What follows belongs to an exercise in optimizing a design on an open flow for small area, a short achievable clock period and few clock cycles; a production flow would make more cautious choices.
Only simulation tests tie the RTL to the original design; equivalence was not proved.
No activity file was given, so power comes from the tool's default toggle rates.

alpha:
==> flow/design.v (excerpt) <==
module p256_mod_add #(
    parameter int RD_LAT = 3
) (
    input  logic        clk,
    input  logic        rst_n,
    input  logic        ena,
    input  logic [31:0] a_din,
    input  logic [31:0] b_din,
    output logic        rdy,
    output logic [2:0]  a_addr,
    output logic [2:0]  b_addr,
    output logic [2:0]  d_addr,
    output logic        d_wren,
    output logic [31:0] d_dout
);
For scale: about 52 flip-flops, roughly 0.0046 mm2 of cells after synthesis.
clock: 6.0 ns
lec_check: 0
cap_margin: 20
core_margin: 2
core_utilization: 40
setup_slack_margin: 2.8
slew_margin: 20
synth_hierarchical: 1
standard.sh (not shown) runs the stock make flow with config.mk's settings and CLKGATE_MAP_FILE= SYNTH_SCRIPT=/design/flow/synth_recipe.tcl, a recipe that flattens the netlist after the stock synthesis.
==> flow/flow/run.sh <==
#!/bin/bash
# The standard layout, with the port buffers inserted as the smallest buffer
# (sky130_fd_sc_hd__buf_1) instead of the resizer's default pick; timing repair
# resizes them from there. Each step's full output stays in orfs/logs; make's own
# output goes to standard.log.
set -euo pipefail
export BUFFER_PORTS_ARGS="-buffer_cell sky130_fd_sc_hd__buf_1"
bash standard.sh > standard.log 2>&1
Testbench counts of alpha, summed over its fixed seeds: cycles 4,480.
Modified inputs, beta compared to alpha
- SETUP_SLACK_MARGIN: 2.8 -> 3.1
[summary]
Going from alpha to beta, power density over the cells went up by 0.68%; via count of the first global-routing pass saw an increase. On combinational share of power, the lower figure sits with alpha, not beta. Diff alpha..beta | cell count after synthesis | unchanged. Comparing alpha against beta, there is no change at all in synthesized area. Global-route usage sits higher in beta than in alpha. Side by side, synthesis-to-layout area growth turned out higher in beta than in alpha.

The RTL this note starts from:
==> flow/design.v <==
package p256_pkg;
    localparam logic [255:0] P_256 =
        256'hffffffff00000001000000000000000000000000ffffffffffffffffffffffff;
    localparam logic [255:0] K_256 =
        256'h00000000fffffffeffffffffffffffffffffffff000000000000000000000001;
endpackage
module WordSplitAdd #(
    parameter int NB = 4,
    parameter logic [8*NB+7:0] BND = {8'd32, 8'd24, 8'd16, 8'd8, 8'd0}
) (
    input  logic [31:0]   x,
    input  logic [31:0]   y,
    input  logic [31:0]   z,
    input  logic          y0,     
    output logic [31:0]   s0,     
    output logic [NB-1:0] g,      
    output logic [NB-1:0] p,      
    output logic          c31     
);
    logic [31:0] s, c, w;
    assign s = x ^ y ^ z;
    assign c = (x & y) | (x & z) | (y & z);
    assign w = {c[30:0], y0};
    for (genvar b = 0; b < NB; b++) begin : g_blk
        localparam int LO = BND[8*b +: 8];
        localparam int BW = BND[8*(b+1) +: 8] - LO;
        assign {g[b], s0[LO +: BW]} = {1'b0, s[LO +: BW]} + {1'b0, w[LO +: BW]};
        assign p[b] = &(s[LO +: BW] ^ w[LO +: BW]);
    end
    assign c31 = c[31];
endmodule
module WordFinish #(
    parameter int NB = 4,
    parameter logic [8*NB+7:0] BND = {8'd32, 8'd24, 8'd16, 8'd8, 8'd0}
) (
    input  logic [31:0]   s0,
    input  logic [NB-1:0] g,
    input  logic [NB-1:0] p,
    input  logic          cin,
    output logic [31:0]   sum,
    output logic          cout
);
    logic [NB:0] cb;
    always_comb begin
        for (int b = 0; b <= NB; b++) begin
            logic t;
            t = cin;
            for (int k = 0; k < b; k++) t = t & p[k];
            cb[b] = t;
            for (int k = 0; k < b; k++) begin
                t = g[k];
                for (int j = k + 1; j < b; j++) t = t & p[j];
                cb[b] = cb[b] | t;
            end
        end
    end
    for (genvar b = 0; b < NB; b++) begin : g_blk
        localparam int LO = BND[8*b +: 8];
        localparam int BW = BND[8*(b+1) +: 8] - LO;
        for (genvar i = 0; i < BW; i++) begin : g_bit
            if (i == 0) begin : g_lsb
                assign sum[LO] = s0[LO] ^ cb[b];
            end else begin : g_up
                assign sum[LO + i] = s0[LO + i] ^ (cb[b] & (&s0[LO +: i]));
            end
        end
    end
    assign cout = cb[NB];
endmodule
module p256_mod_add #(
    parameter int RD_LAT = 3
) (
    input  logic        clk,
    input  logic        rst_n,
    input  logic        ena,
    input  logic [31:0] a_din,
    input  logic [31:0] b_din,
    output logic        rdy,
    output logic [2:0]  a_addr,
    output logic [2:0]  b_addr,
    output logic [2:0]  d_addr,
    output logic        d_wren,
    output logic [31:0] d_dout
);
    localparam int NB = 6;
    localparam logic [8*NB+7:0] BND = {8'd32, 8'd26, 8'd21, 8'd16, 8'd11, 8'd6, 8'd0};
    logic [3:0]  k_q, k_d;
    logic        r_q, f_q, cin_q;
    logic        bad;
    logic        first, word0;
    logic        m_q, m0_q;
    logic [31:0] s0_q, s0;
    logic [NB-1:0] g_q, p_q, g, p;
    logic        c31_q, c31;
    logic        co;
    logic [31:0] z;
    assign first = k_q == 4'd2;
    assign word0 = k_q == 4'd3;
    assign z = {{30{m_q}}, m_q | first, m0_q};
    WordSplitAdd #(.NB(NB), .BND(BND)) u_split (
        .x(a_din), .y(b_din), .z(z), .y0(c31_q & ~first & ~word0),
        .s0(s0), .g(g), .p(p), .c31(c31)
    );
    WordFinish #(.NB(NB), .BND(BND)) u_fin (
        .s0(s0_q), .g(g_q), .p(p_q), .cin(cin_q),
        .sum(d_dout), .cout(co)
    );
    assign a_addr = k_q[2:0];
    assign b_addr = k_q[2:0];
    assign d_addr = {~k_q[2], k_q[1:0]};
    assign d_wren = k_q >= 4'd4 && k_q <= 4'd11;
    assign rdy    = k_q == 4'd12;
    assign bad = k_q == 4'd11 && r_q && !(co || c31_q);
    always_comb begin
        k_d = k_q;
        if (bad) begin
            k_d = 4'd15;
        end else if (k_q != 4'd12) begin
            k_d = k_q + 4'd1;
        end
    end
    always_ff @(posedge clk or negedge rst_n) begin
        if (!rst_n) begin
            k_q     <= 4'd15;
            r_q     <= 1'b0;
            f_q     <= 1'b0;
            cin_q   <= 1'b0;
            m_q     <= 1'b0;
            m0_q    <= 1'b0;
        end else if (ena) begin
            k_q <= k_d;
            if (bad) f_q <= 1'b1;
            if (k_q == 4'd3) begin
                r_q   <= (co | c31_q) & ~f_q;
                cin_q <= (co | c31_q) & ~f_q;
            end else begin
                cin_q <= co & (k_q != 4'd2);
            end
            m_q     <= r_q && k_d >= 4'd6 && k_d <= 4'd9;
            m0_q    <= r_q && k_d >= 4'd6 && k_d <= 4'd8;
        end
    end
    always_ff @(posedge clk) begin
        if (ena) begin
            s0_q  <= s0;
            g_q   <= g;
            p_q   <= p;
            c31_q <= c31;
        end
    end
endmodule
clock: 6.0 ns
lec_check: 0
abc_area: 1
cap_margin: 20
core_margin: 2
core_utilization: 60
place_density: 0.75
setup_slack_margin: 2.9
slew_margin: 20
Scripts as last shown in full above: flow/flow/run.sh
Testbench counts at the start, summed over its fixed seeds: cycles 4,480.
==> next run, changes <==
- CORE_UTILIZATION: 60 -> 40
- PLACE_DENSITY: 0.75 -> unset
- SETUP_SLACK_MARGIN: 2.9 -> 3.05
Outcome:
- The changed run passed the timing, design-rule and antenna checks
- sequential share of layout area came out lower by 1.2 points
- clock-buffer cell count came out higher by 1
- total power came out higher by about 4%
- cell area came out higher by about 4%
- cell count came out higher by 6.6%
- hold slack loses 24 ps
- sequential power came out higher by about 1%
- setup slack gains 13 ps
- clock power came out higher by about 13%
- wire length came out higher by about 2.7%

port drivers added, routing unchanged:
In the flow no input, the clock included, has a driving cell. The finished layouts below were timed again as built, in two steps.
Step 1 (the two cells are an assumption about what drives the block):
set clk [get_ports {clk}]
set_driving_cell -lib_cell sky130_fd_sc_hd__clkbuf_16 $clk
set_driving_cell -lib_cell sky130_fd_sc_hd__buf_2 [delete_from_list [all_inputs] $clk]
Step 2 also shifts input and output timing later by t, the mid clock arrival at the registers, as if the neighbouring blocks saw the same clock.
Slacks: ideal / step 1 / step 2; pairs: ideal / step 1.
run | t, ns | setup WS [ns] | clock arrival spread, ns | slew at the worst register clock pin (ns) | worst data-port slew with drivers (ns)
alpha | 0.320 | 2.857 / 2.822 / 2.616 | 0.007 / 0.007 | 0.07 / 0.07 | 0.03
beta | 0.319 | 2.955 / 2.918 / 2.767 | 0.008 / 0.008 | 0.07 / 0.07 | 0.05
the first run of note 2 | 0.332 | 3.017 / 2.987 / 2.761 | 0.006 / 0.006 | 0.09 / 0.09 | 0.04
the second run of note 2 | 0.334 | 3.030 / 2.998 / 2.821 | 0.010 / 0.010 | 0.10 / 0.10 | 0.05
After both steps setup and hold are still met in every run listed. For the first run of note 2, which loses most, drivers alone change the setup slack by -0.030 ns; drivers and shift together by -0.256 ns.
